Source: an optimization exercise on an open RTL-to-GDS flow (aim: small area). Production flows keep margins and buffers that such runs may drop. Function was checked by simulation only, so behaviour that the tests miss may differ from the original. Power and IR drop assume default switching activity.

==> flow/design.v <==
module oneshot_scoreboard #(
  parameter int unsigned NUM_CLASSES = 26,
  parameter int unsigned CNT_W       = 16,
  parameter int unsigned LBL_DEPTH   = 4
) (
  input  logic                 clk,
  input  logic                 nrst,
  input  logic                 en,
  input  logic                 start_scoring,
  input  logic                 label_valid,
  input  logic [4:0]           label_class,
  output logic                 label_ready,
  input  logic                 checking_inference,
  input  logic [4:0]           class_inference,
  input  logic                 testing_dataset_finished,
  input  logic [4:0]           class_rd_sel,
  output logic [CNT_W-1:0]     class_rd_total,
  output logic [CNT_W-1:0]     class_rd_correct,
  output logic [CNT_W-1:0]     total_count,
  output logic [CNT_W-1:0]     correct_count,
  output logic [2:0]           err_flags,
  output logic                 scoring_active,
  output logic                 scoring_done
);
  localparam int unsigned CLS_W  = 5;
  localparam int unsigned PTR_W  = 2;   
  localparam int unsigned FCNT_W = 3;
  logic active, done;
  assign scoring_active = active;
  assign scoring_done   = done;
  logic [CLS_W-1:0]  fifo_q [1:LBL_DEPTH-1];
  logic [3:0]        head_hi_n;
  logic [7:0]        head_lo_n;
  logic [FCNT_W-1:0] fifo_count, fifo_count_after, fifo_count_next;
  logic [PTR_W-1:0]  wr_pos;
  logic label_ready_q;
  assign label_ready = label_ready_q;
  logic clear, act_ev, push_req, push_ok, range_err;
  logic infer, pop_ok, miss, hit, finish, extra;
  logic active_next, done_next;
  function automatic logic [CNT_W-1:0] sat_inc(input logic [CNT_W-1:0] v);
    sat_inc = (v == {CNT_W{1'b1}}) ? v : v + CNT_W'(1);
  endfunction
  assign clear  = en & start_scoring;
  assign act_ev = en & ~start_scoring & active;
  assign push_req  = act_ev & label_valid & label_ready_q;
  assign push_ok   = push_req & (label_class < CLS_W'(NUM_CLASSES));
  assign range_err = push_req & ~push_ok;
  assign infer  = act_ev & checking_inference;
  assign pop_ok = infer & (fifo_count != '0);
  assign miss   = infer & (fifo_count == '0);
  assign hit    = pop_ok & ~head_hi_n[class_inference[4:3]] & ~head_lo_n[class_inference[2:0]];
  assign fifo_count_after = fifo_count + FCNT_W'(push_ok) - FCNT_W'(pop_ok);
  assign finish           = act_ev & testing_dataset_finished;
  assign extra            = finish & (fifo_count_after != '0);
  always_comb begin
    if (!en)                 fifo_count_next = fifo_count;
    else if (clear | finish) fifo_count_next = '0;
    else                     fifo_count_next = fifo_count_after;
  end
  assign active_next = en ? (start_scoring | (active & ~testing_dataset_finished)) : active;
  assign done_next   = en ? (~start_scoring & (done | (active & testing_dataset_finished))) : done;
  always_ff @(posedge clk) begin
    if (!nrst) begin
      label_ready_q <= 1'b0;
      active        <= 1'b0;
      done          <= 1'b0;
    end else begin
      label_ready_q <= active_next && (fifo_count_next < FCNT_W'(LBL_DEPTH));
      active        <= active_next;
      done          <= done_next;
    end
  end
  always_ff @(posedge clk) begin
    if (!nrst)   fifo_count <= '0;
    else if (en) fifo_count <= fifo_count_next;
  end
  assign wr_pos = PTR_W'(fifo_count - FCNT_W'(pop_ok));
  always_ff @(posedge clk) begin
    for (int unsigned i = 1; i < LBL_DEPTH; i++) begin
      if (push_ok && wr_pos == PTR_W'(i))    fifo_q[i] <= label_class;
      else if (pop_ok && i < LBL_DEPTH - 1) fifo_q[i] <= fifo_q[(i + 1) % LBL_DEPTH];
    end
  end
  logic       h_load, h_shift, h_hold;
  logic [3:0] lbl_hi_n, nxt_hi_n, nhd_hi_n;
  logic [7:0] lbl_lo_n, nxt_lo_n, nhd_lo_n;
  assign h_load  = push_ok & (wr_pos == '0);
  assign h_shift = pop_ok & ~h_load;
  assign h_hold  = ~(h_load | pop_ok);
  always_comb begin
    for (int unsigned j = 0; j < 4; j++) begin
      lbl_hi_n[j] = ~(label_class[4:3] == 2'(j));
      nxt_hi_n[j] = ~(fifo_q[1][4:3] == 2'(j));
    end
    for (int unsigned j = 0; j < 8; j++) begin
      lbl_lo_n[j] = ~(label_class[2:0] == 3'(j));
      nxt_lo_n[j] = ~(fifo_q[1][2:0] == 3'(j));
    end
  end
  for (genvar j = 0; j < 4; j++) begin : g_hd_hi
    oneshot_scoreboard_ao222 u (
      .a1(h_load), .a2(lbl_hi_n[j]), .b1(h_shift), .b2(nxt_hi_n[j]),
      .c1(h_hold), .c2(head_hi_n[j]), .y(nhd_hi_n[j]));
  end
  for (genvar j = 0; j < 8; j++) begin : g_hd_lo
    oneshot_scoreboard_ao222 u (
      .a1(h_load), .a2(lbl_lo_n[j]), .b1(h_shift), .b2(nxt_lo_n[j]),
      .c1(h_hold), .c2(head_lo_n[j]), .y(nhd_lo_n[j]));
  end
  always_ff @(posedge clk) begin
    head_hi_n <= nhd_hi_n;
    head_lo_n <= nhd_lo_n;
  end
  always_ff @(posedge clk) begin
    if (!nrst) begin
      total_count   <= '0;
      correct_count <= '0;
      err_flags     <= '0;
    end else if (en) begin
      if (clear) begin
        total_count   <= '0;
        correct_count <= '0;
        err_flags     <= '0;
      end else begin
        if (infer) total_count   <= sat_inc(total_count);
        if (hit)   correct_count <= sat_inc(correct_count);
        err_flags <= err_flags | {extra, range_err, miss};
      end
    end
  end
  logic [CNT_W-1:0]       cls_total   [NUM_CLASSES];
  logic [CNT_W-1:0]       cls_correct [NUM_CLASSES];
  logic [CNT_W-1:0]       nxt_total   [NUM_CLASSES];
  logic [CNT_W-1:0]       nxt_correct [NUM_CLASSES];
  logic [NUM_CLASSES-1:0] head_dec, rd_dec;
  logic [NUM_CLASSES-1:0] ld_cls, keep_cls;
  logic [CNT_W-1:0]       rd_total_c, rd_correct_c;
  logic [CNT_W-1:0]       head_total, head_correct;
  logic                   wipe;
  logic [CNT_W-1:0]       bus_total, bus_correct;
  always_comb begin
    for (int unsigned c = 0; c < NUM_CLASSES; c++) begin
      head_dec[c] = ~(head_hi_n[c / 8] | head_lo_n[c % 8]);
      rd_dec[c]   = (class_rd_sel == CLS_W'(c));
    end
  end
  for (genvar i = 0; i < CNT_W; i++) begin : g_bit
    logic [NUM_CLASSES-1:0] t_col, c_col;
    for (genvar c = 0; c < NUM_CLASSES; c++) begin : g_col
      assign t_col[c] = cls_total[c][i];
      assign c_col[c] = cls_correct[c][i];
    end
    oneshot_scoreboard_mux26 u_ht (.sel(head_dec), .d(t_col), .y(head_total[i]));
    oneshot_scoreboard_mux26 u_hc (.sel(head_dec), .d(c_col), .y(head_correct[i]));
    oneshot_scoreboard_mux26 u_rt (.sel(rd_dec),   .d(t_col), .y(rd_total_c[i]));
    oneshot_scoreboard_mux26 u_rc (.sel(rd_dec),   .d(c_col), .y(rd_correct_c[i]));
  end
  assign wipe        = ~nrst | clear;
  assign bus_total   = wipe ? '0 : sat_inc(head_total);
  assign bus_correct = wipe ? '0 : (hit ? sat_inc(head_correct) : head_correct);
  always_comb begin
    for (int unsigned c = 0; c < NUM_CLASSES; c++) begin
      ld_cls[c]   = wipe | (pop_ok & head_dec[c]);
      keep_cls[c] = ~ld_cls[c];
    end
  end
  for (genvar c = 0; c < NUM_CLASSES; c++) begin : g_cls
    for (genvar i = 0; i < CNT_W; i++) begin : g_bit
      oneshot_scoreboard_ao22 u_t (
        .a1(bus_total[i]), .a2(ld_cls[c]), .b1(cls_total[c][i]), .b2(keep_cls[c]),
        .y(nxt_total[c][i]));
      oneshot_scoreboard_ao22 u_c (
        .a1(bus_correct[i]), .a2(ld_cls[c]), .b1(cls_correct[c][i]), .b2(keep_cls[c]),
        .y(nxt_correct[c][i]));
    end
  end
  always_ff @(posedge clk) begin
    for (int unsigned c = 0; c < NUM_CLASSES; c++) begin
      cls_total[c]   <= nxt_total[c];
      cls_correct[c] <= nxt_correct[c];
    end
  end
  always_ff @(posedge clk) begin
    if (!nrst) begin
      class_rd_total   <= '0;
      class_rd_correct <= '0;
    end else if (en) begin
      class_rd_total   <= rd_total_c;
      class_rd_correct <= rd_correct_c;
    end
  end
endmodule
module oneshot_scoreboard_mux26 (
  input  logic [25:0] sel,
  input  logic [25:0] d,
  output logic        y
);
  logic [7:0] g;
  logic [1:0] t;
  logic [2:0] n;
  for (genvar k = 0; k < 8; k++) begin : g_aoi
    oneshot_scoreboard_aoi222 u (
      .a1(d[3*k]), .a2(sel[3*k]), .b1(d[3*k+1]), .b2(sel[3*k+1]),
      .c1(d[3*k+2]), .c2(sel[3*k+2]), .y(g[k]));
  end
  oneshot_scoreboard_nand2 u_t0 (.a(d[24]), .b(sel[24]), .y(t[0]));
  oneshot_scoreboard_nand2 u_t1 (.a(d[25]), .b(sel[25]), .y(t[1]));
  oneshot_scoreboard_nand3 u_n0 (.a(g[0]), .b(g[1]), .c(g[2]), .y(n[0]));
  oneshot_scoreboard_nand3 u_n1 (.a(g[3]), .b(g[4]), .c(g[5]), .y(n[1]));
  oneshot_scoreboard_nand4 u_n2 (.a(g[6]), .b(g[7]), .c(t[0]), .d(t[1]), .y(n[2]));
  oneshot_scoreboard_or3   u_o  (.a(n[0]), .b(n[1]), .c(n[2]), .y(y));
endmodule
module oneshot_scoreboard_ao22 (input logic a1, a2, b1, b2, output logic y);
  assign y = (a1 & a2) | (b1 & b2);
endmodule
module oneshot_scoreboard_nand2 (input logic a, b, output logic y);
  assign y = ~(a & b);
endmodule
module oneshot_scoreboard_ao222 (input logic a1, a2, b1, b2, c1, c2, output logic y);
  assign y = (a1 & a2) | (b1 & b2) | (c1 & c2);
endmodule
module oneshot_scoreboard_aoi222 (input logic a1, a2, b1, b2, c1, c2, output logic y);
  assign y = ~((a1 & a2) | (b1 & b2) | (c1 & c2));
endmodule
module oneshot_scoreboard_nand3 (input logic a, b, c, output logic y);
  assign y = ~(a & b & c);
endmodule
module oneshot_scoreboard_nand4 (input logic a, b, c, d, output logic y);
  assign y = ~(a & b & c & d);
endmodule
module oneshot_scoreboard_or3 (input logic a, b, c, output logic y);
  assign y = a | b | c;
endmodule
==> flow/flow/run.sh <==
#!/bin/bash
# Own layout flow: the standard flow with the standard synthesis unchanged, except that
# - every port is buffered by a minimum-size buffer (sky130_fd_sc_hd__buf_1) instead of a
#   delay buffer; the resizer still upsizes it where a port drives a large load,
# - the clock tree is built without dummy balancing loads.
# Each step's full output goes to a log file in this folder.
set -uo pipefail
bash standard.sh synth > synth.log 2>&1 || exit 1
bash standard.sh \
  "BUFFER_PORTS_ARGS=-buffer_cell sky130_fd_sc_hd__buf_1" \
  "CTS_ARGS=-sink_clustering_enable -repair_clock_nets -sink_clustering_size 16 -sink_clustering_max_diameter 60 -buf_list sky130_fd_sc_hd__clkbuf_8 -dont_use_dummy_load" \
  finish > layout.log 2>&1 || exit 1
==> flow/standard.sh <==
#!/bin/bash
# synth_recipe.tcl (not shown) runs the flow's synth.tcl, then flattens the netlist and writes it again
# the make line also repeats each setting of config.mk as NAME=value (left out here)
make -C /OpenROAD-flow-scripts/flow DESIGN_CONFIG=/design/flow/config.mk WORK_HOME=/design/flow/orfs CLKGATE_MAP_FILE= SYNTH_SCRIPT=/design/flow/synth_recipe.tcl "${@:-finish}"
==> flow/config.mk <==
export PLATFORM = sky130hd
export DESIGN_NAME = oneshot_scoreboard
export DESIGN_NICKNAME = oneshot_scoreboard
export VERILOG_FILES = /design/flow/design.v
export SDC_FILE = /design/flow/constraint.sdc
export NUM_CORES = 4
export LEC_CHECK = 0
export CAP_MARGIN = 10
export CORE_MARGIN = 2
export CORE_UTILIZATION = 50
export CTS_BUF_LIST = sky130_fd_sc_hd__clkbuf_8
export CTS_CLUSTER_DIAMETER = 60
export CTS_CLUSTER_SIZE = 16
export SLEW_MARGIN = 10
export SYNTH_HIERARCHICAL = 1
export SYNTH_MINIMUM_KEEP_SIZE = 0
==> flow/constraint.sdc <==
create_clock -name core_clock -period 5.0 [get_ports {clk}]
set_input_delay 1.0000 -clock core_clock [delete_from_list [all_inputs] [get_ports {clk}]]
set_output_delay 1.0000 -clock core_clock [all_outputs]
set_load 0.01 [all_outputs]
==> results of run 1 <==
-- state kept, by name (all words and copies together), names as in the netlist --
register and count:
active 1, err_flags 3, total_count 16, done 1, correct_count 16, head_hi_n 4
head_lo_n 8, cls_correct 416, cls_total 416, fifo_count 3, class_rd_total 16, class_rd_correct 16
label_ready_q 1, fifo_q 15
-- cell families (layout without fill, tap and decap cells) --
kind of cell,count (synthesis),after routing,share of synthesized area (%)
other,0,5,0
adder cells (fa/ha/maj),8,8,0.290
XOR/XNOR,23,23,0.543
flip-flops,932,932,50.7
multiplexers,52,52,1.58
AO/OA/AOI/OAI,1464,1464,35.5
buffers and inverters,99,448,1.05
AND/OR/NAND/NOR,733,735,10.3
-- cell type report --
cell class / count / area, sq um / share of cell area, %
Tap cell: 959 / 1200 / 2.85
Inverter: 51 / 191 / 0.455
Multi-Input combinational cell: 2282 / 18600 / 44.1
Antenna cell: 5 / 12.5 / 0.0297
Clock buffer: 78 / 1070 / 2.55
Sequential cell: 932 / 18800 / 44.7
Timing Repair Buffer: 319 / 2220 / 5.27
-- final timing paths --
kind,startpoint,endpoint,slack (ns)
worst max register to register,head_lo_n[5],cls_correct[4][6],0.08
worst min register to register,err_flags[2],err_flags[2],0.48
worst max-delay path,head_lo_n[5],cls_correct[4][6],0.08
worst min-delay path,err_flags[2],err_flags[2],0.48
-- report_power, final --
group	leakage (nW)	internal, W	switching [W]	total (W)
clock network	0.561	0.00140	0.00250	0.00390
logic	7.85	0.00130	0.00235	0.00364
registers	7.74	0.00809	0.000575	0.00867
total	16.2	0.0108	0.00542	0.0162
-- per-module statistics from Yosys, one instance, submodules excluded, excerpt --
module / area [sq um] / cells / copies in the design / flops+latches
oneshot_scoreboard: 22600 / 1559 / 1 / 932
oneshot_scoreboard_nand4: 6.26 / 1 / 64 / 0
oneshot_scoreboard_aoi222: 10.0 / 1 / 512 / 0
oneshot_scoreboard_nand3: 5.00 / 1 / 128 / 0
oneshot_scoreboard_nand2: 3.75 / 1 / 128 / 0
oneshot_scoreboard_or3: 6.26 / 1 / 64 / 0
oneshot_scoreboard_ao22: 8.76 / 1 / 832 / 0
oneshot_scoreboard_ao222: 13.8 / 2 / 12 / 0
-- placed cells by master, fill, tap and decap left out, types with 78 or more instances in the layout --
cell        n
clkbuf_8   78
buf_4     215
or3_1      83
a222oi_1  524
dfxtp_1   914
nand2_1   170
nand3_1   157
nand4_1    80
buf_1      89
a22o_1    832
-- metrics by stage --
| stage | util [%] | cell area (sq um) | setup TNS, ns | power [W] | std cells |
|---|---|---|---|---|---|
| after global routing | 57.5 | 42100 | 0 | 0.0166 | 4622 |
| after detailed placement | 56.0 | 41000 | 0 | 0.0122 | 4541 |
| after global placement | 56.0 | 41000 | 0 | 0.0121 | 4541 |
| final | 57.5 | 42100 | 0 | 0.0162 | 4626 |
| after CTS | 57.4 | 42000 | 0 | 0.0160 | 4619 |
| after floorplan | - | 37100 | -19.92 | 0.0105 | 3311 |
-- metal layers --
layer | vias up | routed length, microns
met5 | - | 108
met4 | 16 | 14400
met3 | 748 | 24100
met2 | 3361 | 72700
met1 | 18300 | 61400
li1 | 15200 | -
-- worst max-delay path, delay by kind of cell (launching register included) --
kind | cells | cell delay, ns
compound gates | 3 | 0.95
buf+inv | 3 | 0.76
simple gates | 7 | 2.37
flops | 1 | 0.76
==> run_results.csv, run 1 <==
group,metric,value,unit
status,outcome,"complete, no violations",
floorplanning,die_x,276,microns
routing,remaining_drc_errors,0,
yosys,seq_area_frac_synth,50.7,%
layout,fillers,6262,
routing,wl_per_cell,37.3,microns
routing,drt-initial-drc-count,8199,
yosys,yosys.area.top_type,"dfxtp_1",
grt,grt_pass1_wl,245,mm
critical_path,critPathMostFrequentCell,"buf_4",
timing,setup_viol,0,
layout,syn_to_final_growth,13.5,%
grt,use_met2,62.7,%
power_and_ir_drop,power.density,385,mW/mm^2
grt,overflow,0,
floorplanning,dieArea,0.0763,sq mm
floorplanning,core,0.0732,sq mm
cts,clk_pin_slew,0.10,ns
critical_path,required,5.64,ns
cts,postCtsSetupRepairBufs,0,
timing,worst_slew_pin_slew,1.38,ns
grt,antenna_found_initial,16,
cts,hold_buffers,0,
critical_path,crit_slowest_cell,"dfxtp_1",
yosys,synthCells,3311,
cts,ctsResizeCount,0,
floorplanning,ioPinCount,92,
critical_path,crit_chain,"nor2_2 -> buf_12 -> a222oi_1 -> nand4_1 -> or3_1 -> and3_1 -> nand2_1 -> nor3_2 -> buf_4 -> or4_1 -> a21oi_2 -> buf_4 -> a22o_1",
cts,clockRootBuffer,"clkbuf_8",
cts,tritoncts,"yes",
yosys,synth_commonest_cells,"dfxtp_1, a22o_1, a222oi_1",
grt,use_met1,53.4,%
yosys,yosys_most_used_dff,"dfxtp_1",
critical_path,cpPeakStageDelay,0.76,ns
cts,cts.sinks,932,
min_path,min_path_cells,2,
floorplanning,die_y,276,microns
yosys,synth_cell_type_count,58,
power_and_ir_drop,power.leakage,16.2,nW
yosys,synth_area,0.0371,sq mm
yosys,synthArstFlopShare,0,%
grt,use_met3,12.8,%
yosys,netlist.area_leader.share,49.5,%
timing,rsz0062_at_grt,"false",
yosys,syn-num-nets,3341,
placement,place_ws,0.153,ns
routing,via_count,37500,
placement,io_buffers,91,
critical_path,reg2reg_depth,13,
critical_path,critical_path.startpoint_type,"flop",
cts,insertion_delay,0.76,ns
routing,dr.pass1.iters,11,
job,drv_cap,0,
critical_path,critPathKind,"reg2reg",
timing,setup_ws,0.0818,ns
layout,final_net_count,3694,
timing,slew_viol_final,0,
cts,cts_made_buffers,78,
timing,hold_viol,0,
grt,grt_pass1_vias,35500,
min_path,hold_class,"reg2reg",
critical_path,arrival,5.56,ns
grt,busiest_layer,"met2",
routing,finalWirelength,173,mm
routing,ant_nets,0,
cts,h-tree-depth,3,
floorplanning,initial_core_util,50.6,%
cts,clockBufferDepth,3,
routing,vias_per_cell,8.11,
yosys,yosysWarnings,15,
layout,drive_gt1_share,12.3,%
timing,fmax,203,MHz
placement,dp_hpwl,107,mm
power_and_ir_drop,ir_drop,253,uV
yosys,synth.most_common_cell,"dfxtp_1",
grt,grt.total_usage,42.8,%
timing,period_minus_slack,4.92,ns
critical_path,critPathMaxFanout,26,
timing,whs,0.484,ns
placement,gp_congestion,0.970,
timing,slew_headroom,7.72,%
timing,finalClockSkew,0.0809,ns
grt,grt_max_degree,39,
yosys,synth_edf_count,15,
critical_path,critPathCaptureType,"flop",
timing,finalCritPeriodShare,98.4,%
yosys,syn_area_per_cell,11.2,sq um
floorplanning,num_rows,99,
yosys,ys_top_cells_by_area,"dfxtp_1, a22o_1, a222oi_1, nand3_1, nand2_1",
yosys,synth-seq-cells,932,
==> run 2: changes to the inputs <==
==> flow/run.sh (new file) <==
#!/bin/bash
# synth_recipe.tcl (not shown) runs the flow's synth.tcl, then flattens the netlist and writes it again
# the make line also repeats each setting of config.mk as NAME=value (left out here)
make -C /OpenROAD-flow-scripts/flow DESIGN_CONFIG=/design/flow/config.mk WORK_HOME=/design/flow/orfs CLKGATE_MAP_FILE= SYNTH_SCRIPT=/design/flow/synth_recipe.tcl finish
removed: flow/flow/run.sh
removed: flow/standard.sh
==> run_results.csv, run 2 <==
group,metric,value,unit
timing,period_minus_slack,4.75,ns
routing,via_count,37700,
floorplanning,num_rows,99,
grt,grt_max_degree,39,
cts,tritoncts,"yes",
yosys,synthArstFlopShare,0,%
yosys,synth_edf_count,15,
timing,slew_viol_final,0,
layout,layout_common_cells,"dfxtp_1, a22o_1, a222oi_1, buf_4, nand2_1",
routing,drt-initial-drc-count,8723,
cts,clk_pin_slew,0.11,ns
layout,final_common_cell,"dfxtp_1",
timing,slew_headroom,18.2,%
cts,clockBufferDepth,3,
grt,antenna_found_initial,14,
critical_path,rrSetupSlack,0.25,ns
critical_path,crit_chain,"nor2_2 -> buf_4 -> a222oi_1 -> nand3_1 -> or3_1 -> ha_1 -> nand4_1 -> nor4_2 -> buf_4 -> nor3_1 -> xnor2_1 -> nor2_2 -> buf_4 -> a22o_1",
yosys,yosys.area.top_type,"dfxtp_1",
cts,h-tree-depth,3,
yosys,syn_area_per_cell,11.2,sq um
power_and_ir_drop,p_clk_share,26.2,%
grt,grt.total_usage,42.1,%
cts,cts.sinks,932,
status,outcome,"complete, no violations",
layout,syn_to_final_growth,15.9,%
critical_path,critPathCaptureType,"flop",
yosys,yosys_most_used_dff,"dfxtp_1",
routing,ant_nets,0,
placement,dp_hpwl,107,mm
routing,vias_per_cell,8.09,
critical_path,critPathMostFrequentCell,"buf_4",
floorplanning,die_x,276,microns
placement,io_buffers,91,
cts,ctsResizeCount,0,
layout,drive_gt1_share,12.8,%
floorplanning,dieArea,0.0763,sq mm
grt,grt_pass1_vias,35700,
placement,gp_congestion,0.959,
floorplanning,ioPinCount,92,
critical_path,critPathMaxFanout,14,
critical_path,required,5.68,ns
cts,postCtsSetupRepairBufs,0,
power_and_ir_drop,p_switching,0.00557,W
cts,cts_made_buffers,75,
placement,place_area,0.0416,sq mm
yosys,synth-seq-cells,932,
power_and_ir_drop,power.leakage,16.5,nW
power_and_ir_drop,switching_share,33.4,%
min_path,hold_class,"reg2reg",
layout,reg_top3,"cls_correct: 416 flops, cls_total: 416 flops",
cts,clockRootBuffer,"clkbuf_8",
cts,hold_buffers,0,
critical_path,critPathKind,"reg2reg",
floorplanning,core,0.0732,sq mm
timing,rsz0062_at_grt,"false",
yosys,syn-num-nets,3341,
floorplanning,initial_core_util,50.6,%
critical_path,cpPeakStageDelay,0.79,ns
timing,setup_viol,0,
yosys,netlist.area_leader.share,49.5,%
yosys,ys_top_cells_by_area,"dfxtp_1, a22o_1, a222oi_1, nand3_1, nand2_1",
yosys,synth_commonest_cells,"dfxtp_1, a22o_1, a222oi_1",
timing,worst_slew_pin_slew,1.23,ns
yosys,synth_cell_type_count,58,
routing,finalWirelength,169,mm
yosys,yosysWarnings,15,
critical_path,arrival,5.43,ns
yosys,synth_area,0.0371,sq mm
routing,remaining_drc_errors,0,
routing,wl_per_cell,36.3,microns
critical_path,critical_path.startpoint_type,"flop",
timing,hold_viol,0,
power_and_ir_drop,intPower,0.0111,W
power_and_ir_drop,power_frac_seq,51.9,%
timing,fmax,211,MHz
floorplanning,die_y,276,microns
layout,fillers,6072,
yosys,seq_area_frac_synth,50.7,%
timing,finalClockSkew,0.0417,ns
power_and_ir_drop,ir_drop,244,uV
job,drv_cap,0,
yosys,synthCells,3311,
layout,postLayoutCellArea,0.0430,sq mm
grt,grt_pass1_wl,243,mm
critical_path,crit_slowest_cell,"nor2_2",
power_and_ir_drop,pwr-share-comb,21.9,%
grt,overflow,0,
layout,utilization,58.7,%
layout,final_net_count,3697,
cts,insertion_delay,0.75,ns
yosys,synth.most_common_cell,"dfxtp_1",
timing,finalCritPeriodShare,95.0,%
routing,dr.pass1.iters,14,
power_and_ir_drop,power.density,388,mW/mm^2
## run 2: cell counts after synthesis
Identical to the previous run, type by type.
## run 2: kinds of logic after synthesis
logic type	count (synthesis)	share of synthesized area, %
simple gates	733	10.3
buf+inv	99	1.05
xor+xnor	23	0.543
compound gates	1464	35.5
flops	932	50.7
fa+ha+maj	8	0.290
mux	52	1.58
## run 2: final cells by class
cell class              count  area, sq um  area share [%]
inverters                  51          191           0.446
repair buffers            327         2870            6.69
well taps                 959         1200            2.79
clock inverters            27          290           0.676
multi-input cells        2280        18500            43.1
clock buffers              79         1090            2.53
diodes                      2         5.00          0.0116
flip-flops and latches    932        18800            43.8
## run 2: per-stage QoR
stage	power [W]	cells	setup WS (ns)	TNS (ns)	hold WS, ns
global placement	0.0121	4549	0.559	0	0.457
detailed placement	0.0122	4549	0.425	0	0.459
global route	0.0171	4656	0.155	0	0.523
floorplan	0.0105	3311	-0.0259	-19.92	0.446
CTS	0.0165	4655	0.396	0	0.481
finish	0.0167	4657	0.250	0	0.475
## run 2: power groups by stage
stage               Combinational, W  Clock, W  Sequential, W
floorplan                    0.00186         0        0.00863
global placement             0.00339         0        0.00876
detailed placement           0.00345         0        0.00879
CTS                          0.00346   0.00437        0.00863
global route                 0.00370   0.00465        0.00873
finish                       0.00366   0.00436        0.00866
## run 2: final timing paths
kind	from	to	cells past startpoint
worst max register to register	head_hi_n[1]	cls_total[19][7]	14
worst min register to register	done	done	2
worst min-delay path	done	done	2
worst max-delay path	head_hi_n[1]	cls_total[19][7]	14
## run 2: routing by layer
metal	up-vias	global-route usage, %	part of all wire [%]
met2	3500	61.2	41
met1	18200	53.5	36
met5	-	0	0.053
met3	721	12.3	14
met4	12	29.9	8.2
li1	15200	-	-
## run 2: worst max-delay path, delay by kind of cell, from the launching register on
family / cells / cell delay, ns
xor gates and xnor gates: 1 / 0.14
adders and majority gates: 1 / 0.29
and+or+nand+nor: 7 / 2.36
AOI/OAI and AO/OA: 2 / 0.32
buffers and inverters: 3 / 0.98
DFF: 1 / 0.54
## run 2: Yosys stat by module (local to each module, per instance), excerpt
module	cells	area (sq um)	flip-flops and latches	copies in the design
oneshot_scoreboard	1559	22600	932	1
oneshot_scoreboard_ao22	1	8.76	0	832
oneshot_scoreboard_ao222	2	13.8	0	12
oneshot_scoreboard_aoi222	1	10.0	0	512
oneshot_scoreboard_nand2	1	3.75	0	128
oneshot_scoreboard_nand3	1	5.00	0	128
oneshot_scoreboard_nand4	1	6.26	0	64
oneshot_scoreboard_or3	1	6.26	0	64
==> run 3: changes to the inputs <==
--- a/flow/design.v
+++ b/flow/design.v
@@ -76,11 +76,30 @@
     else if (en) fifo_count <= fifo_count_next;
   end
   assign wr_pos = PTR_W'(fifo_count - FCNT_W'(pop_ok));
-  always_ff @(posedge clk) begin
+  logic [LBL_DEPTH-1:1] e_load, e_shift, e_hold;
+  logic [CLS_W-1:0]     e_next [1:LBL_DEPTH-1];
+  always_comb begin
     for (int unsigned i = 1; i < LBL_DEPTH; i++) begin
-      if (push_ok && wr_pos == PTR_W'(i))    fifo_q[i] <= label_class;
-      else if (pop_ok && i < LBL_DEPTH - 1) fifo_q[i] <= fifo_q[(i + 1) % LBL_DEPTH];
-    end
+      e_load[i]  = push_ok & (wr_pos == PTR_W'(i));
+      e_shift[i] = pop_ok & ~e_load[i] & (i < LBL_DEPTH - 1);
+      e_hold[i]  = ~(e_load[i] | e_shift[i]);
+    end
+  end
+  for (genvar i = 1; i < LBL_DEPTH; i++) begin : g_ent
+    for (genvar b = 0; b < CLS_W; b++) begin : g_b
+      if (i < LBL_DEPTH - 1) begin : g_mid
+        oneshot_scoreboard_ao222 u (
+          .a1(e_load[i]), .a2(label_class[b]), .b1(e_shift[i]), .b2(fifo_q[i+1][b]),
+          .c1(e_hold[i]), .c2(fifo_q[i][b]), .y(e_next[i][b]));
+      end else begin : g_last
+        oneshot_scoreboard_ao22 u (
+          .a1(e_load[i]), .a2(label_class[b]), .b1(e_hold[i]), .b2(fifo_q[i][b]),
+          .y(e_next[i][b]));
+      end
+    end
+  end
+  always_ff @(posedge clk) begin
+    for (int unsigned i = 1; i < LBL_DEPTH; i++) fifo_q[i] <= e_next[i];
   end
   logic       h_load, h_shift, h_hold;
   logic [3:0] lbl_hi_n, nxt_hi_n, nhd_hi_n;
@@ -136,13 +155,16 @@
   logic [NUM_CLASSES-1:0] head_dec, rd_dec;
   logic [NUM_CLASSES-1:0] ld_cls, keep_cls;
   logic [CNT_W-1:0]       rd_total_c, rd_correct_c;
+  logic                   rd_load, rd_keep;
+  assign rd_load = nrst & en;
+  assign rd_keep = nrst & ~en;
   logic [CNT_W-1:0]       head_total, head_correct;
   logic                   wipe;
   logic [CNT_W-1:0]       bus_total, bus_correct;
   always_comb begin
     for (int unsigned c = 0; c < NUM_CLASSES; c++) begin
       head_dec[c] = ~(head_hi_n[c / 8] | head_lo_n[c % 8]);
-      rd_dec[c]   = (class_rd_sel == CLS_W'(c));
+      rd_dec[c]   = rd_load & (class_rd_sel == CLS_W'(c));
     end
   end
   for (genvar i = 0; i < CNT_W; i++) begin : g_bit
@@ -151,10 +173,15 @@
       assign t_col[c] = cls_total[c][i];
       assign c_col[c] = cls_correct[c][i];
     end
-    oneshot_scoreboard_mux26 u_ht (.sel(head_dec), .d(t_col), .y(head_total[i]));
-    oneshot_scoreboard_mux26 u_hc (.sel(head_dec), .d(c_col), .y(head_correct[i]));
-    oneshot_scoreboard_mux26 u_rt (.sel(rd_dec),   .d(t_col), .y(rd_total_c[i]));
-    oneshot_scoreboard_mux26 u_rc (.sel(rd_dec),   .d(c_col), .y(rd_correct_c[i]));
+    logic [2:0] ht_part, hc_part;
+    oneshot_scoreboard_mux26p u_ht (.sel(head_dec), .d(t_col), .p(ht_part));
+    oneshot_scoreboard_mux26p u_hc (.sel(head_dec), .d(c_col), .p(hc_part));
+    assign head_total[i]   = |ht_part;
+    assign head_correct[i] = |hc_part;
+    oneshot_scoreboard_mux27 u_rt (
+      .sel({rd_keep, rd_dec}), .d({class_rd_total[i], t_col}), .y(rd_total_c[i]));
+    oneshot_scoreboard_mux27 u_rc (
+      .sel({rd_keep, rd_dec}), .d({class_rd_correct[i], c_col}), .y(rd_correct_c[i]));
   end
   assign wipe        = ~nrst | clear;
   assign bus_total   = wipe ? '0 : sat_inc(head_total);
@@ -182,23 +209,17 @@
     end
   end
   always_ff @(posedge clk) begin
-    if (!nrst) begin
-      class_rd_total   <= '0;
-      class_rd_correct <= '0;
-    end else if (en) begin
-      class_rd_total   <= rd_total_c;
-      class_rd_correct <= rd_correct_c;
-    end
-  end
-endmodule
-module oneshot_scoreboard_mux26 (
+    class_rd_total   <= rd_total_c;
+    class_rd_correct <= rd_correct_c;
+  end
+endmodule
+module oneshot_scoreboard_mux26p (
   input  logic [25:0] sel,
   input  logic [25:0] d,
-  output logic        y
+  output logic [2:0]  p
 );
   logic [7:0] g;
   logic [1:0] t;
-  logic [2:0] n;
   for (genvar k = 0; k < 8; k++) begin : g_aoi
     oneshot_scoreboard_aoi222 u (
       .a1(d[3*k]), .a2(sel[3*k]), .b1(d[3*k+1]), .b2(sel[3*k+1]),
@@ -206,16 +227,32 @@
   end
   oneshot_scoreboard_nand2 u_t0 (.a(d[24]), .b(sel[24]), .y(t[0]));
   oneshot_scoreboard_nand2 u_t1 (.a(d[25]), .b(sel[25]), .y(t[1]));
+  oneshot_scoreboard_nand3 u_n0 (.a(g[0]), .b(g[1]), .c(g[2]), .y(p[0]));
+  oneshot_scoreboard_nand3 u_n1 (.a(g[3]), .b(g[4]), .c(g[5]), .y(p[1]));
+  oneshot_scoreboard_nand4 u_n2 (.a(g[6]), .b(g[7]), .c(t[0]), .d(t[1]), .y(p[2]));
+endmodule
+module oneshot_scoreboard_ao22 (input logic a1, a2, b1, b2, output logic y);
+  assign y = (a1 & a2) | (b1 & b2);
+endmodule
+module oneshot_scoreboard_nand2 (input logic a, b, output logic y);
+  assign y = ~(a & b);
+endmodule
+module oneshot_scoreboard_mux27 (
+  input  logic [26:0] sel,
+  input  logic [26:0] d,
+  output logic        y
+);
+  logic [8:0] g;
+  logic [2:0] n;
+  for (genvar k = 0; k < 9; k++) begin : g_aoi
+    oneshot_scoreboard_aoi222 u (
+      .a1(d[3*k]), .a2(sel[3*k]), .b1(d[3*k+1]), .b2(sel[3*k+1]),
+      .c1(d[3*k+2]), .c2(sel[3*k+2]), .y(g[k]));
+  end
   oneshot_scoreboard_nand3 u_n0 (.a(g[0]), .b(g[1]), .c(g[2]), .y(n[0]));
   oneshot_scoreboard_nand3 u_n1 (.a(g[3]), .b(g[4]), .c(g[5]), .y(n[1]));
-  oneshot_scoreboard_nand4 u_n2 (.a(g[6]), .b(g[7]), .c(t[0]), .d(t[1]), .y(n[2]));
+  oneshot_scoreboard_nand3 u_n2 (.a(g[6]), .b(g[7]), .c(g[8]), .y(n[2]));
   oneshot_scoreboard_or3   u_o  (.a(n[0]), .b(n[1]), .c(n[2]), .y(y));
-endmodule
-module oneshot_scoreboard_ao22 (input logic a1, a2, b1, b2, output logic y);
-  assign y = (a1 & a2) | (b1 & b2);
-endmodule
-module oneshot_scoreboard_nand2 (input logic a, b, output logic y);
-  assign y = ~(a & b);
 endmodule
 module oneshot_scoreboard_ao222 (input logic a1, a2, b1, b2, c1, c2, output logic y);
   assign y = (a1 & a2) | (b1 & b2) | (c1 & c2);
==> flow/flow/run.sh (new file) <==
#!/bin/bash
# Own layout flow: the standard flow with the standard synthesis unchanged, except that
# - every port is buffered by a minimum-size buffer (sky130_fd_sc_hd__buf_1) instead of a
#   delay buffer; the resizer still upsizes it where a port drives a large load,
# - the clock tree is built without dummy balancing loads.
# Each step's full output goes to a log file in this folder.
set -uo pipefail
bash standard.sh synth > synth.log 2>&1 || exit 1
bash standard.sh \
  "BUFFER_PORTS_ARGS=-buffer_cell sky130_fd_sc_hd__buf_1" \
  "CTS_ARGS=-sink_clustering_enable -repair_clock_nets -sink_clustering_size 16 -sink_clustering_max_diameter 60 -buf_list sky130_fd_sc_hd__clkbuf_8 -dont_use_dummy_load" \
  finish > layout.log 2>&1 || exit 1
==> flow/standard.sh (new file) <==
#!/bin/bash
# synth_recipe.tcl (not shown) runs the flow's synth.tcl, then flattens the netlist and writes it again
# the make line also repeats each setting of config.mk as NAME=value (left out here)
make -C /OpenROAD-flow-scripts/flow DESIGN_CONFIG=/design/flow/config.mk WORK_HOME=/design/flow/orfs CLKGATE_MAP_FILE= SYNTH_SCRIPT=/design/flow/synth_recipe.tcl "${@:-finish}"
--- a/flow/config.mk
+++ b/flow/config.mk
@@ -11,6 +11,7 @@
 export CTS_BUF_LIST = sky130_fd_sc_hd__clkbuf_8
 export CTS_CLUSTER_DIAMETER = 60
 export CTS_CLUSTER_SIZE = 16
+export SETUP_SLACK_MARGIN = 0.2
 export SLEW_MARGIN = 10
 export SYNTH_HIERARCHICAL = 1
 export SYNTH_MINIMUM_KEEP_SIZE = 0
removed: flow/run.sh
==> run_results.csv, run 3 <==
group,metric,value,unit
cts,hold_buffers,0,
power_and_ir_drop,power.density,391,mW/mm^2
yosys,synth_edf_count,0,
timing,slew_headroom,11.4,%
yosys,synthCells,3202,
yosys,yosys.area.top_type,"dfxtp_1",
min_path,hp-start,"fifo_q[3][3]",
timing,finalClockSkew,0.0736,ns
routing,dr.pass1.iters,13,
floorplanning,die_y,273,microns
layout,drive_gt1_share,11.8,%
yosys,synth.most_common_cell,"dfxtp_1",
critical_path,critical_path.startpoint_type,"flop",
timing,hold_viol,0,
floorplanning,initial_core_util,50.7,%
floorplanning,core,0.0716,sq mm
power_and_ir_drop,ir_drop,232,uV
layout,final_common_cell,"dfxtp_1",
critical_path,critPathCaptureType,"flop",
routing,remaining_drc_errors,0,
yosys,synth_cell_type_count,56,
timing,slew_viol_final,0,
grt,grt_pass1_wl,235,mm
layout,layout_common_cells,"dfxtp_1, a22o_1, a222oi_1, nand3_1, buf_4",
routing,via_count,36800,
cts,cts.sinks,932,
yosys,netlist.area_leader.share,51.4,%
yosys,syn-num-nets,3232,
cts,insertion_delay,0.72,ns
placement,io_buffers,91,
cts,cts_made_buffers,75,
routing,ant_nets,0,
critical_path,timing.rr.start,"head_hi_n[1]",
yosys,synth_top_family_by_area,"compound AO/OA/AOI/OAI gates",
cts,tritoncts,"yes",
critical_path,rrSetupSlack,0.25,ns
layout,reg_top3,"cls_correct: 416 flops, cls_total: 416 flops",
layout,final_net_count,3583,
yosys,syn_area_per_cell,11.3,sq um
cts,clk_pin_slew,0.09,ns
job,drv_cap,0,
cts,clockBufferDepth,3,
placement,dp_hpwl,95.8,mm
yosys,yosys_most_used_dff,"dfxtp_1",
timing,period_minus_slack,4.75,ns
critical_path,crit_path_start,"head_hi_n[1]",
floorplanning,num_rows,98,
floorplanning,die_x,273,microns
timing,worst_slew_pin_slew,1.32,ns
cts,h-tree-depth,3,
critical_path,critPathMaxFanout,13,
layout,syn_to_final_growth,14.2,%
grt,antenna_found_initial,4,
min_path,min_to,"fifo_q[3][3]",
min_path,min_path_cells,1,
floorplanning,ioPinCount,92,
yosys,synth-simple-area-share,8.82,%
layout,fillers,6036,
grt,grt_pass1_vias,35200,
timing,finalCritPeriodShare,95.1,%
grt,grt_max_degree,61,
routing,vias_per_cell,8.16,
timing,rsz0062_at_grt,"true",
timing,fmax,210,MHz
routing,wl_per_cell,36.4,microns
timing,whs,0.481,ns
critical_path,required,5.65,ns
critical_path,arrival,5.40,ns
yosys,ys_top_cells_by_area,"dfxtp_1, a22o_1, a222oi_1, nand3_1, nor2_1",
yosys,seq_area_frac_synth,51.4,%
grt,grt.total_usage,41.9,%
yosys,synthArstFlopShare,0,%
placement,place_ws,0.162,ns
yosys,synth_area,0.0363,sq mm
placement,gp_congestion,0.944,
status,outcome,"complete, no violations",
yosys,synth-seq-cells,932,
yosys,synthXorXnorAreaFrac,0.845,%
critical_path,critPathKind,"reg2reg",
timing,setup_ws,0.247,ns
routing,drt-initial-drc-count,8461,
cts,clockRootBuffer,"clkbuf_8",
critical_path,reg2reg_depth,14,
floorplanning,dieArea,0.0747,sq mm
grt,overflow,0,
timing,setup_viol,0,
routing,finalWirelength,164,mm
yosys,yosysWarnings,16,
power_and_ir_drop,power.leakage,16.2,nW
yosys,post_synth_fa_ha_maj_area_fraction,0.297,%
yosys,synth.area.mux_share,0.241,%
yosys,synth_compound_area_share,37.4,%
min_path,hold_class,"reg2reg",
yosys,synth_commonest_cells,"dfxtp_1, a22o_1, a222oi_1",
critical_path,r2r_end,"cls_total[8][4]",
==> run 3: changes by cell type after synthesis, sizes merged, moves of 20 or more <==
cell / previous run / this run
nor3: 20 / 64
nor2: 93 / 116
nand2: 171 / 101
a21oi: 33 / 13
xor2: 3 / 23
or3: 83 / 55
mux2i: 39 / 2
nor2b: 37 / 6
nand4: 80 / 48
nand3: 157 / 187
a222oi: 524 / 566
==> run 3: critical path: stages (launching register included) <==
cell	delay, ns
dfxtp_1	0.64
nor2_2	0.27
buf_12	0.23
buf_4	0.19
a222oi_1	0.35
nand3_1	0.27
nor3_1	0.67
inv_1	0.12
ha_1	0.28
nand2b_1	0.11
or4b_2	0.15
nor2_2	0.07
o31a_1	0.31
nor3_2	0.81
a22o_1	0.26
==> run 3: modules after synthesis (local to each module, per instance), a selection <==
module,times used,cells,flip-flops and latches
oneshot_scoreboard,1,1489,932
oneshot_scoreboard_ao222,22,2,0
oneshot_scoreboard_aoi222,544,1,0
oneshot_scoreboard_ao22,837,1,0
oneshot_scoreboard_nand4,32,1,0
oneshot_scoreboard_or3,32,1,0
oneshot_scoreboard_nand3,160,1,0
oneshot_scoreboard_nand2,64,1,0
==> run 3: where the power goes <==
part	total [W]	switching [W]	internal, W
combinational	0.00351	0.00219	0.00131
clock	0.00381	0.00246	0.00135
sequential	0.00889	0.000691	0.00820
total	0.0162	0.00535	0.0109
==> run 3: routing by layer <==
| layer | vias up | track usage [%] | share of wire, % |
|---|---|---|---|
| li1 | 14800 | - | - |
| met5 | - | 0 | 0.028 |
| met4 | 6 | 28.5 | 7.7 |
| met3 | 645 | 11.2 | 14 |
| met2 | 3432 | 60.9 | 42 |
| met1 | 17800 | 54.4 | 36 |
==> run 3: worst max-delay path by stage <==
stage,to,slack [ns]
floorplan,cls_correct[0][0],-0.12
global placement,cls_total[9][4],0.27
detailed placement,cls_total[15][4],0.16
CTS,cls_correct[7][5],0.24
global route,cls_total[21][4],0.17
finish,cls_total[8][4],0.25
==> run 3: area by class of cell <==
| cell class | count | area, sq um | area share, % |
|---|---|---|---|
| Sequential cell | 932 | 18700 | 45.1 |
| Timing Repair Buffer | 298 | 2190 | 5.29 |
| Inverter | 61 | 229 | 0.553 |
| Multi-Input combinational cell | 2185 | 18100 | 43.7 |
| Clock buffer | 75 | 1030 | 2.49 |
| Antenna cell | 2 | 5.00 | 0.0121 |
| Tap cell | 950 | 1190 | 2.87 |
==> run 3: cells by family after synthesis <==
kind of cell             count (synthesis)
AO/OA/AOI/OAI                         1493
flip-flops                             932
AND/OR/NAND/NOR                        640
buffers and inverters                   89
XOR/XNOR                                35
adder cells (fa/ha/maj)                  8
multiplexers                             5
==> run 3: per-stage QoR <==
| step | instance area, sq um | TNS (ns) | power [W] | util, % | instances |
|---|---|---|---|---|---|
| after detailed placement | 40200 | 0 | 0.0123 | 56.1 | 4417 |
| after CTS | 41200 | 0 | 0.0160 | 57.6 | 4493 |
| after global routing | 41400 | 0 | 0.0166 | 57.8 | 4502 |
| final | 41400 | 0 | 0.0162 | 57.8 | 4503 |
| after global placement | 40200 | 0 | 0.0122 | 56.1 | 4417 |
| after floorplan | 36400 | -92.41 | 0.0107 | - | 3202 |
==> run 3: timing repair <==
action / CTS / global route
resized for setup: 1 / 10
endpoints found under the setup margin: 29 / 195
buffers inserted: 0 / 3
pin swaps: 1 / 3
gates cloned: 1 / 3
==> run 4: changes to the inputs <==
--- a/flow/config.mk
+++ b/flow/config.mk
@@ -11,7 +11,7 @@
 export CTS_BUF_LIST = sky130_fd_sc_hd__clkbuf_8
 export CTS_CLUSTER_DIAMETER = 60
 export CTS_CLUSTER_SIZE = 16
-export SETUP_SLACK_MARGIN = 0.2
+export SETUP_SLACK_MARGIN = 0.1
 export SLEW_MARGIN = 10
 export SYNTH_HIERARCHICAL = 1
 export SYNTH_MINIMUM_KEEP_SIZE = 0
==> run_results.csv, run 4 <==
group,metric,value,unit
critical_path,required,5.63,ns
timing,finalClockSkew,0.0721,ns
timing,hold_viol,0,
routing,via_count,36600,
job,drv_cap,0,
layout,layout_common_cells,"dfxtp_1, a22o_1, a222oi_1, buf_4, nand3_1",
yosys,synth_area,0.0363,sq mm
cts,clk_pin_slew,0.10,ns
grt,overflow,0,
min_path,hp-start,"fifo_q[2][3]",
power_and_ir_drop,pwr-share-comb,21.9,%
grt,grt_pass1_vias,35300,
timing,rsz0062_at_grt,"false",
critical_path,r2r_end,"cls_correct[20][3]",
routing,ant_nets,0,
placement,dp.cells,4435,
routing,finalWirelength,162,mm
min_path,hold_class,"reg2reg",
critical_path,critPathMaxFanout,26,
power_and_ir_drop,power.leakage,16.2,nW
critical_path,arrival,5.38,ns
placement,io_buffers,91,
timing,fmax,210,MHz
routing,dr.pass1.iters,14,
critical_path,rrSetupSlack,0.25,ns
floorplanning,die_y,273,microns
grt,antenna_found_initial,2,
min_path,min_to,"fifo_q[1][3]",
floorplanning,dieArea,0.0747,sq mm
placement,dp_hpwl,97.6,mm
power_and_ir_drop,p_switching,0.00538,W
floorplanning,num_rows,98,
yosys,synth-seq-cells,932,
yosys,synthArstFlopShare,0,%
critical_path,crit_slowest_cell,"nor2_2",
critical_path,critPathKind,"reg2reg",
min_path,min_path_cells,2,
timing,slew_headroom,9.62,%
critical_path,crit_chain,"nor2_2 -> buf_12 -> a222oi_1 -> nand3_1 -> nor3_1 -> or4_1 -> or4_4 -> o211ai_2 -> xnor2_1 -> nor2_2 -> a22o_1",
routing,drt-initial-drc-count,8767,
placement,place_ws,0.184,ns
critical_path,critPathCaptureType,"flop",
yosys,seq_area_frac_synth,51.4,%
grt,grt_pass1_wl,234,mm
power_and_ir_drop,power_frac_seq,54.7,%
routing,vias_per_cell,8.12,
cts,cts_made_buffers,74,
cts,tritoncts,"yes",
critical_path,critPathMostFrequentCell,"nor2_2",
yosys,synth_commonest_cells,"dfxtp_1, a22o_1, a222oi_1",
power_and_ir_drop,intPower,0.0109,W
layout,syn_to_final_growth,14.3,%
timing,setup_ws,0.247,ns
layout,final_cells,4512,
yosys,synthCells,3202,
yosys,synth_edf_count,0,
critical_path,timing.rr.start,"head_lo_n[1]",
power_and_ir_drop,p_clk_share,23.4,%
critical_path,reg2reg_depth,11,
routing,remaining_drc_errors,0,
cts,h-tree-depth,3,
critical_path,cpPeakStageDelay,0.88,ns
yosys,syn_area_per_cell,11.3,sq um
layout,final_net_count,3592,
timing,period_minus_slack,4.75,ns
floorplanning,ioPinCount,92,
yosys,yosysWarnings,16,
critical_path,critical_path.startpoint_type,"flop",
power_and_ir_drop,power.density,392,mW/mm^2
cts,clockBufferDepth,3,
layout,drive_gt1_share,11.9,%
cts,clockRootBuffer,"clkbuf_8",
power_and_ir_drop,switching_share,33.1,%
floorplanning,die_x,273,microns
routing,wl_per_cell,35.9,microns
yosys,synth.most_common_cell,"dfxtp_1",
yosys,netlist.area_leader.share,51.4,%
status,outcome,"complete, no violations",
grt,grt.total_usage,41.5,%
yosys,ys_top_cells_by_area,"dfxtp_1, a22o_1, a222oi_1, nand3_1, nor2_1",
yosys,syn-num-nets,3232,
floorplanning,initial_core_util,50.7,%
layout,fillers,6085,
yosys,yosys.area.top_type,"dfxtp_1",
timing,worst_slew_pin_slew,1.35,ns
yosys,synth_cell_type_count,56,
timing,setup_viol,0,
grt,grt_max_degree,60,
cts,cts.sinks,932,
layout,final_common_cell,"dfxtp_1",
placement,gp_congestion,0.964,
yosys,yosys_most_used_dff,"dfxtp_1",
floorplanning,core,0.0716,sq mm
cts,hold_buffers,0,
layout,reg_top3,"cls_correct: 416 flops, cls_total: 416 flops",
timing,slew_viol_final,0,
power_and_ir_drop,ir_drop,242,uV
timing,finalCritPeriodShare,95.1,%
cts,insertion_delay,0.73,ns
run 4: cell types whose count changed in the layout (fill, tap and decap cells not counted), sizes merged:
cell    previous run  this run
clkbuf            75        74
nor3              68        65
buf              298       311
run 4: how the worst max path moves through the flow:
stage | start | endpoint | cells after the start
floorplan | start_scoring | cls_correct[0][0] | 7
global placement | head_hi_n[1] | cls_total[4][12] | 12
detailed placement | head_hi_n[1] | cls_total[6][12] | 11
CTS | head_hi_n[1] | cls_total[25][12] | 12
global route | head_lo_n[1] | cls_correct[22][3] | 11
finish | head_lo_n[1] | cls_correct[20][3] | 11
run 4: routing by layer:
metal  up-vias  GRT usage [%]  part of all wire [%]
met2      3404           60.4                    42
met4         2           28.5                   8.1
met3       696           11.4                    14
met1     17700           53.5                    36
met5         -          0.193                0.0080
li1      14900              -                     -
run 4: through the flow:
step | utilization, % | hold slack [ns] | total power [W] | setup TNS (ns) | cell area [sq um]
after CTS | 57.9 | 0.482 | 0.0161 | 0 | 41400
after global placement | 56.4 | 0.448 | 0.0123 | 0 | 40400
after floorplan | - | 0.433 | 0.0107 | -92.49 | 36300
after detailed placement | 56.4 | 0.459 | 0.0124 | 0 | 40400
after global routing | 57.9 | 0.511 | 0.0167 | 0 | 41500
final | 57.9 | 0.472 | 0.0163 | 0 | 41500
run 4: area by class of cell:
| class | count | area, sq um | area share, % |
|---|---|---|---|
| inverter | 61 | 229 | 0.552 |
| antenna | 2 | 5.00 | 0.0121 |
| tap | 950 | 1190 | 2.87 |
| clock buffer | 74 | 1020 | 2.46 |
| multi-input combinational | 2182 | 18000 | 43.5 |
| sequential | 932 | 18700 | 45.0 |
| timing repair buffer | 311 | 2330 | 5.62 |
run 4: kinds of logic after synthesis:
kind of cell	count (synthesis)	synth area share, %
buffers and inverters	89	0.949
DFF	932	51.4
xor gates and xnor gates	35	0.845
adders and majority gates	8	0.297
AOI/OAI and AO/OA	1493	37.4
and+or+nand+nor	640	8.82
muxes	5	0.241
run 4: Yosys stat by module (local to each module, per instance), a selection:
module | times used | cell area [sq um] | cells
oneshot_scoreboard | 1 | 21800 | 1489
oneshot_scoreboard_ao22 | 837 | 8.76 | 1
oneshot_scoreboard_ao222 | 22 | 13.8 | 2
oneshot_scoreboard_aoi222 | 544 | 10.0 | 1
oneshot_scoreboard_nand2 | 64 | 3.75 | 1
oneshot_scoreboard_nand3 | 160 | 5.00 | 1
oneshot_scoreboard_nand4 | 32 | 6.26 | 1
oneshot_scoreboard_or3 | 32 | 6.26 | 1
run 4: repair_timing:
item / CTS / global route
gates resized for setup: 0 / 2
buffers inserted: 0 / 0
setup endpoints to repair: 0 / 52
run 4: power by group through the flow:
| stage | Combinational [W] | Clock, W | Sequential, W |
|---|---|---|---|
| 4_1_cts | 0.00338 | 0.00383 | 0.00885 |
| 3_3_place_gp | 0.00331 | 0 | 0.00899 |
| 2_1_floorplan | 0.00184 | 0 | 0.00881 |
| 3_5_place_dp | 0.00337 | 0 | 0.00901 |
| 5_1_grt | 0.00361 | 0.00409 | 0.00897 |
| 6_report | 0.00356 | 0.00380 | 0.00889 |
run 4: critical path, delay by kind of cell, from the launching register on:
kind                      cells  cell delay, ns
AOI/OAI and AO/OA             3            0.59
and+or+nand+nor               6            3.26
DFF                           1            0.51
xor gates and xnor gates      1            0.10
buffers and inverters         1            0.25
==> run 5: changes to the inputs <==
--- a/flow/config.mk
+++ b/flow/config.mk
@@ -11,7 +11,8 @@
 export CTS_BUF_LIST = sky130_fd_sc_hd__clkbuf_8
 export CTS_CLUSTER_DIAMETER = 60
 export CTS_CLUSTER_SIZE = 16
-export SETUP_SLACK_MARGIN = 0.1
+export PLACE_DENSITY = 0.72
+export SETUP_SLACK_MARGIN = 0.2
 export SLEW_MARGIN = 10
 export SYNTH_HIERARCHICAL = 1
 export SYNTH_MINIMUM_KEEP_SIZE = 0
==> run_results.csv, run 5 <==
group,metric,value,unit
floorplanning,die_x,273,microns
yosys,yosys.area.top_type,"dfxtp_1",
timing,period_minus_slack,4.88,ns
timing,hold_viol,0,
yosys,synthArstFlopShare,0,%
routing,drt-initial-drc-count,9104,
grt,grt.total_usage,40.4,%
power_and_ir_drop,power.density,392,mW/mm^2
cts,cts.sinks,932,
critical_path,reg2reg_depth,13,
cts,cts_made_buffers,73,
yosys,synthCells,3202,
timing,finalClockSkew,0.0764,ns
timing,setup_viol,0,
min_path,min_to,"fifo_q[2][2]",
critical_path,required,5.65,ns
timing,fmax,205,MHz
layout,reg_top3,"cls_correct: 416 flops, cls_total: 416 flops",
layout,final_net_count,3582,
layout,final_common_cell,"dfxtp_1",
grt,grt_max_degree,35,
grt,overflow,0,
timing,slew_viol_final,0,
yosys,syn-num-nets,3232,
critical_path,timing.rr.start,"head_hi_n[1]",
cts,hold_buffers,0,
power_and_ir_drop,power.leakage,16.1,nW
routing,finalWirelength,158,mm
placement,io_buffers,91,
layout,layout_common_cells,"dfxtp_1, a22o_1, a222oi_1, buf_4, nand3_1",
cts,tritoncts,"yes",
layout,final_cells,4501,
critical_path,critPathKind,"reg2reg",
floorplanning,dieArea,0.0747,sq mm
critical_path,critPathCaptureType,"flop",
routing,via_count,37200,
critical_path,crit_chain,"nor2_2 -> buf_4 -> a222oi_1 -> nand3_1 -> nor3_1 -> or3_1 -> or4b_2 -> buf_4 -> nor2_2 -> nor4_1 -> nor3_2 -> buf_4 -> a22o_1",
timing,worst_slew_pin_slew,1.45,ns
critical_path,r2r_end,"cls_total[21][4]",
grt,grt_pass1_wl,231,mm
yosys,seq_area_frac_synth,51.4,%
status,outcome,"complete, no violations",
floorplanning,initial_core_util,50.7,%
layout,drive_gt1_share,11.8,%
critical_path,critPathMostFrequentCell,"buf_4",
layout,fillers,5978,
yosys,synth_area,0.0363,sq mm
yosys,ys_top_cells_by_area,"dfxtp_1, a22o_1, a222oi_1, nand3_1, nor2_1",
cts,clk_pin_slew,0.10,ns
routing,ant_nets,0,
placement,dp.cells,4417,
floorplanning,die_y,273,microns
yosys,yosys_most_used_dff,"dfxtp_1",
cts,insertion_delay,0.72,ns
yosys,synth_commonest_cells,"dfxtp_1, a22o_1, a222oi_1",
yosys,yosysWarnings,16,
timing,rsz0062_at_grt,"false",
critical_path,cpPeakStageDelay,0.86,ns
floorplanning,ioPinCount,92,
min_path,hp-start,"fifo_q[3][2]",
routing,dr.pass1.iters,14,
yosys,synth_cell_type_count,56,
cts,clockRootBuffer,"clkbuf_8",
grt,grt_pass1_vias,35800,
critical_path,crit_slowest_cell,"nor2_2",
critical_path,critical_path.startpoint_type,"flop",
power_and_ir_drop,ir_drop,233,uV
timing,finalCritPeriodShare,97.5,%
cts,clockBufferDepth,3,
yosys,netlist.area_leader.share,51.4,%
job,drv_cap,0,
critical_path,critPathMaxFanout,18,
yosys,synth_edf_count,0,
routing,wl_per_cell,35.0,microns
power_and_ir_drop,p_total,0.0161,W
yosys,syn_area_per_cell,11.3,sq um
floorplanning,core,0.0716,sq mm
yosys,synth.most_common_cell,"dfxtp_1",
placement,gp_congestion,0.956,
critical_path,crit_path_start,"head_hi_n[1]",
placement,dp_hpwl,92.7,mm
layout,syn_to_final_growth,13.3,%
min_path,min_path_cells,2,
critical_path,arrival,5.53,ns
routing,remaining_drc_errors,0,
min_path,hold_class,"reg2reg",
cts,h-tree-depth,3,
critical_path,rrSetupSlack,0.12,ns
routing,vias_per_cell,8.27,
floorplanning,num_rows,98,
timing,slew_headroom,3.03,%
yosys,synth-seq-cells,932,
grt,antenna_found_initial,4,
-- run 5: cell counts after synthesis --
No cell type changed its count.
-- run 5: worst max-delay path: cells and delay by family (launching register included) --
| family | cells | cell delay (ns) |
|---|---|---|
| AND/OR/NAND/NOR | 8 | 3.24 |
| buffers and inverters | 3 | 0.81 |
| flip-flops | 1 | 0.46 |
| AO/OA/AOI/OAI | 2 | 0.27 |
-- run 5: where the power goes --
group	internal (W)	total [W]	switching, W
clock network	0.00131	0.00376	0.00245
registers	0.00820	0.00892	0.000720
logic	0.00130	0.00343	0.00213
-- run 5: timing repair --
action	in CTS	in global routing
endpoints found under the setup margin	256	489
pin swaps	2	2
buffers inserted	0	3
resized for setup	10	19
gates cloned	3	1
-- run 5: logic make-up (layout without fill, tap and decap cells) --
logic type                 count (synthesis)  after routing  share of synthesized area (%)
other                                      0              1                              0
adders and majority gates                  8              8                          0.297
xor gates and xnor gates                  35             35                          0.845
AOI/OAI and AO/OA                       1493           1493                           37.4
DFF                                      932            932                           51.4
and+or+nand+nor                          640            644                           8.82
muxes                                      5              5                          0.241
buffers and inverters                     89            433                          0.949
-- run 5: area by class of cell --
class | count | area [sq um] | share of cell area (%)
Tap cell | 950 | 1190 | 2.89
Sequential cell | 932 | 18700 | 45.4
Timing Repair Buffer | 299 | 2050 | 4.99
Inverter | 61 | 229 | 0.557
Multi-Input combinational cell | 2185 | 18000 | 43.7
Antenna cell | 1 | 2.50 | 0.00609
Clock buffer | 73 | 1000 | 2.44
-- run 5: worst max-delay path by stage --
stage               cells after the start                 end  slack [ns]
floorplan                               7   cls_correct[0][0]       -0.12
global placement                       11     cls_total[4][6]        0.11
detailed placement                     11    cls_total[13][6]       -0.03
CTS                                    15     cls_total[5][7]        0.08
global route                           13  cls_correct[25][9]        0.20
finish                                 13    cls_total[21][4]        0.12
-- run 5: metal layers --
| layer | track usage, % | share of wire (%) | vias up |
|---|---|---|---|
| met2 | 57.4 | 41 | 3647 |
| li1 | - | - | 14800 |
| met3 | 12.3 | 15 | 853 |
| met1 | 50.9 | 35 | 17900 |
| met5 | 0 | 0 | - |
| met4 | 31.4 | 9.2 | 0 |
-- run 5: per-module statistics from Yosys (local to each module, per instance), excerpt --
module                     cells  flip-flops and latches
oneshot_scoreboard          1489                     932
oneshot_scoreboard_ao222       2                       0
oneshot_scoreboard_aoi222      1                       0
oneshot_scoreboard_ao22        1                       0
oneshot_scoreboard_nand4       1                       0
oneshot_scoreboard_or3         1                       0
oneshot_scoreboard_nand3       1                       0
oneshot_scoreboard_nand2       1                       0
-- run 5: through the flow --
| step | utilization, % | cell area (sq um) | setup TNS, ns | worst slack [ns] | hold slack (ns) |
|---|---|---|---|---|---|
| 2_1_floorplan | - | 36400 | -92.41 | -0.120 | 0.433 |
| 3_3_place_gp | 55.6 | 39800 | 0 | 0.114 | 0.447 |
| 3_5_place_dp | 55.6 | 39800 | -0.345 | -0.0250 | 0.462 |
| 4_1_cts | 57.1 | 40900 | 0 | 0.0831 | 0.478 |
| 5_1_grt | 57.4 | 41100 | 0 | 0.201 | 0.497 |
| 6_report | 57.4 | 41100 | 0 | 0.123 | 0.471 |
==> run 6: changes to the inputs <==
--- a/flow/design.v
+++ b/flow/design.v
@@ -184,12 +184,12 @@
       .sel({rd_keep, rd_dec}), .d({class_rd_correct[i], c_col}), .y(rd_correct_c[i]));
   end
   assign wipe        = ~nrst | clear;
-  assign bus_total   = wipe ? '0 : sat_inc(head_total);
-  assign bus_correct = wipe ? '0 : (hit ? sat_inc(head_correct) : head_correct);
+  assign bus_total   = sat_inc(head_total);
+  assign bus_correct = hit ? sat_inc(head_correct) : head_correct;
   always_comb begin
     for (int unsigned c = 0; c < NUM_CLASSES; c++) begin
-      ld_cls[c]   = wipe | (pop_ok & head_dec[c]);
-      keep_cls[c] = ~ld_cls[c];
+      ld_cls[c]   = nrst & pop_ok & head_dec[c];
+      keep_cls[c] = ~wipe & ~(pop_ok & head_dec[c]);
     end
   end
   for (genvar c = 0; c < NUM_CLASSES; c++) begin : g_cls
--- a/flow/config.mk
+++ b/flow/config.mk
@@ -11,7 +11,6 @@
 export CTS_BUF_LIST = sky130_fd_sc_hd__clkbuf_8
 export CTS_CLUSTER_DIAMETER = 60
 export CTS_CLUSTER_SIZE = 16
-export PLACE_DENSITY = 0.72
 export SETUP_SLACK_MARGIN = 0.2
 export SLEW_MARGIN = 10
 export SYNTH_HIERARCHICAL = 1
==> run_results.csv, run 6 <==
group,metric,value,unit
placement,gp_congestion,1.01,
job,drv_cap,0,
yosys,synth-seq-cells,932,
routing,remaining_drc_errors,0,
timing,finalClockSkew,0.0668,ns
yosys,yosys_most_used_dff,"dfxtp_1",
critical_path,arrival,5.38,ns
grt,overflow,0,
routing,dr.pass1.iters,15,
floorplanning,num_rows,98,
critical_path,crit_chain,"nor2_4 -> buf_4 -> a222oi_1 -> nand3_1 -> nor3_1 -> buf_4 -> inv_1 -> ha_1 -> nand4_1 -> o21ba_2 -> nand4_1 -> xor2_2 -> buf_4 -> a22o_1",
cts,cts_made_buffers,74,
cts,hold_buffers,0,
routing,vias_per_cell,8.18,
floorplanning,initial_core_util,50.6,%
power_and_ir_drop,power.density,308,mW/mm^2
layout,multi_input_area,0.0183,sq mm
timing,hold_viol,0,
critical_path,critPathCaptureType,"flop",
routing,ant_nets,0,
critical_path,critical_path.startpoint_type,"flop",
floorplanning,die_y,274,microns
placement,dp_hpwl,106,mm
yosys,synth_cell_type_count,53,
floorplanning,die_x,274,microns
yosys,yosysWarnings,16,
yosys,synth_commonest_cells,"dfxtp_1, a22o_1, a222oi_1",
cts,h-tree-depth,3,
routing,via_count,37100,
layout,layout_common_cells,"dfxtp_1, a22o_1, a222oi_1, buf_4, nand3_1",
critical_path,critPathKind,"reg2reg",
timing,period_minus_slack,4.73,ns
layout,syn_to_final_growth,14.6,%
yosys,syn_area_per_cell,11.3,sq um
critical_path,critPathMaxFanout,15,
yosys,synth.most_common_cell,"dfxtp_1",
layout,final_common_cell,"dfxtp_1",
grt,grt.total_usage,43.9,%
timing,setup_tns,0,ns
timing,setup_ws,0.271,ns
cts,insertion_delay,0.73,ns
placement,io_buffers,91,
timing,slew_viol_final,0,
placement,place_area,0.0406,sq mm
grt,grt_max_degree,34,
layout,final_net_count,3611,
status,outcome,"complete, no violations",
cts,clockBufferDepth,3,
critical_path,required,5.65,ns
cts,tritoncts,"yes",
critical_path,cpPeakStageDelay,0.84,ns
critical_path,crit_family,"simple AND/OR/NAND/NOR gates",
yosys,synthArstFlopShare,0,%
layout,fillers,6134,
cts,clockRootBuffer,"clkbuf_8",
critical_path,critPathBufInv,4,
critical_path,critPathMostFrequentCell,"buf_4",
layout,reg_top3,"cls_correct: 416 flops, cls_total: 416 flops",
grt,antenna_found_initial,21,
yosys,synth_edf_count,0,
yosys,syn-num-nets,3245,
layout,regArea,0.0187,sq mm
layout,postLayoutCellArea,0.0416,sq mm
power_and_ir_drop,power.leakage,15.4,nW
routing,drt-initial-drc-count,8951,
yosys,netlist.area_leader.share,51.4,%
yosys,seq_area_frac_synth,51.4,%
routing,wl_per_cell,37.7,microns
yosys,ys_top_cells_by_area,"dfxtp_1, a22o_1, a222oi_1, nand3_1, nor2_1",
timing,slew_headroom,4.54,%
grt,grt_pass1_vias,35500,
yosys,yosys.area.top_type,"dfxtp_1",
timing,rsz0062_at_grt,"false",
layout,drive_gt1_share,13.2,%
timing,fmax,211,MHz
timing,finalCritPeriodShare,94.6,%
placement,place_ws,0.376,ns
routing,finalWirelength,171,mm
yosys,synth_area,0.0363,sq mm
timing,worst_slew_pin_slew,1.43,ns
cts,clk_pin_slew,0.10,ns
floorplanning,core,0.0717,sq mm
cts,cts.sinks,932,
power_and_ir_drop,ir_drop,265,uV
min_path,hold_class,"reg2reg",
critical_path,crit_slowest_cell,"dfxtp_1",
floorplanning,ioPinCount,92,
yosys,synthCells,3215,
grt,grt_pass1_wl,244,mm
floorplanning,dieArea,0.0748,sq mm
timing,setup_viol,0,
## run 6: power breakdown
part | internal [W] | total [W] | switching [W] | leakage (nW)
registers | 0.00743 | 0.00749 | 0.0000596 | 7.50
clock network | 0.00133 | 0.00379 | 0.00246 | 0.532
logic | 0.000309 | 0.00154 | 0.00123 | 7.38
## run 6: cell type report
class / instances / area share (%)
multi-input cells: 2216 / 44.0
well taps: 950 / 2.86
clock buffers: 74 / 2.45
repair buffers: 322 / 5.54
inverters: 35 / 0.316
diodes: 7 / 0.0421
flip-flops and latches: 932 / 44.8
## run 6: cells by family (layout without fill, tap and decap cells)
kind of cell	Yosys count	after routing	share of synthesized area, %
AO/OA/AOI/OAI	1448	1448	36.5
flip-flops	932	932	51.4
AND/OR/NAND/NOR	703	703	9.53
buffers and inverters	67	431	0.751
XOR/XNOR	46	46	1.11
multiplexers	11	11	0.420
adder cells (fa/ha/maj)	8	8	0.296
other	0	7	0
## run 6: per-module statistics from Yosys, one instance, submodules excluded, a selection
module | cells | copies in the design | area, sq um | flip-flops and latches
oneshot_scoreboard_aoi222 | 1 | 544 | 10.0 | 0
oneshot_scoreboard_nand3 | 1 | 160 | 5.00 | 0
oneshot_scoreboard_or3 | 1 | 32 | 6.26 | 0
oneshot_scoreboard_nand4 | 1 | 32 | 6.26 | 0
oneshot_scoreboard_ao22 | 1 | 837 | 8.76 | 0
oneshot_scoreboard_ao222 | 2 | 22 | 13.8 | 0
oneshot_scoreboard | 1502 | 1 | 21800 | 932
oneshot_scoreboard_nand2 | 1 | 64 | 3.75 | 0
## run 6: what timing repair did
item	4_1_cts	5_1_grt
setup buffers	0	0
resized for setup	0	2
setup endpoints to repair	0	22
## run 6: final timing paths
check | start | endpoint | slack, ns | cells after the start
worst max-delay path | head_lo_n[5] | cls_correct[4][11] | 0.27 | 14
worst min-delay path | fifo_q[2][2] | fifo_q[1][2] | 0.49 | 2
worst max register to register | head_lo_n[5] | cls_correct[4][11] | 0.27 | 14
worst min register to register | fifo_q[2][2] | fifo_q[1][2] | 0.49 | 2
## run 6: layer usage
layer	global-route usage, %	part of all wire (%)
met5	0	0.082
met3	16.7	16
met1	56.2	36
met2	61.1	40
met4	29.4	8.0
## run 6: per-stage QoR
step | util, % | hold WS, ns | cells | total power, W
final | 58.0 | 0.485 | 4536 | 0.0128
after CTS | 58.0 | 0.480 | 4528 | 0.0127
after detailed placement | 56.5 | 0.455 | 4454 | 0.00907
after floorplan | - | 0.433 | 3215 | 0.00813
after global placement | 56.5 | 0.448 | 4454 | 0.00905
after global routing | 58.0 | 0.498 | 4531 | 0.0130
## run 6: worst reg2reg max path, cell delays in order (launching register included)
cell and delay (ns):
dfxtp_1 0.84, nor2_4 0.29, buf_4 0.30, a222oi_1 0.32
nand3_1 0.49, nor3_1 0.38, buf_4 0.22, inv_1 0.07
ha_1 0.25, nand4_1 0.12, o21ba_2 0.35, nand4_1 0.20
xor2_2 0.45, buf_4 0.26, a22o_1 0.15
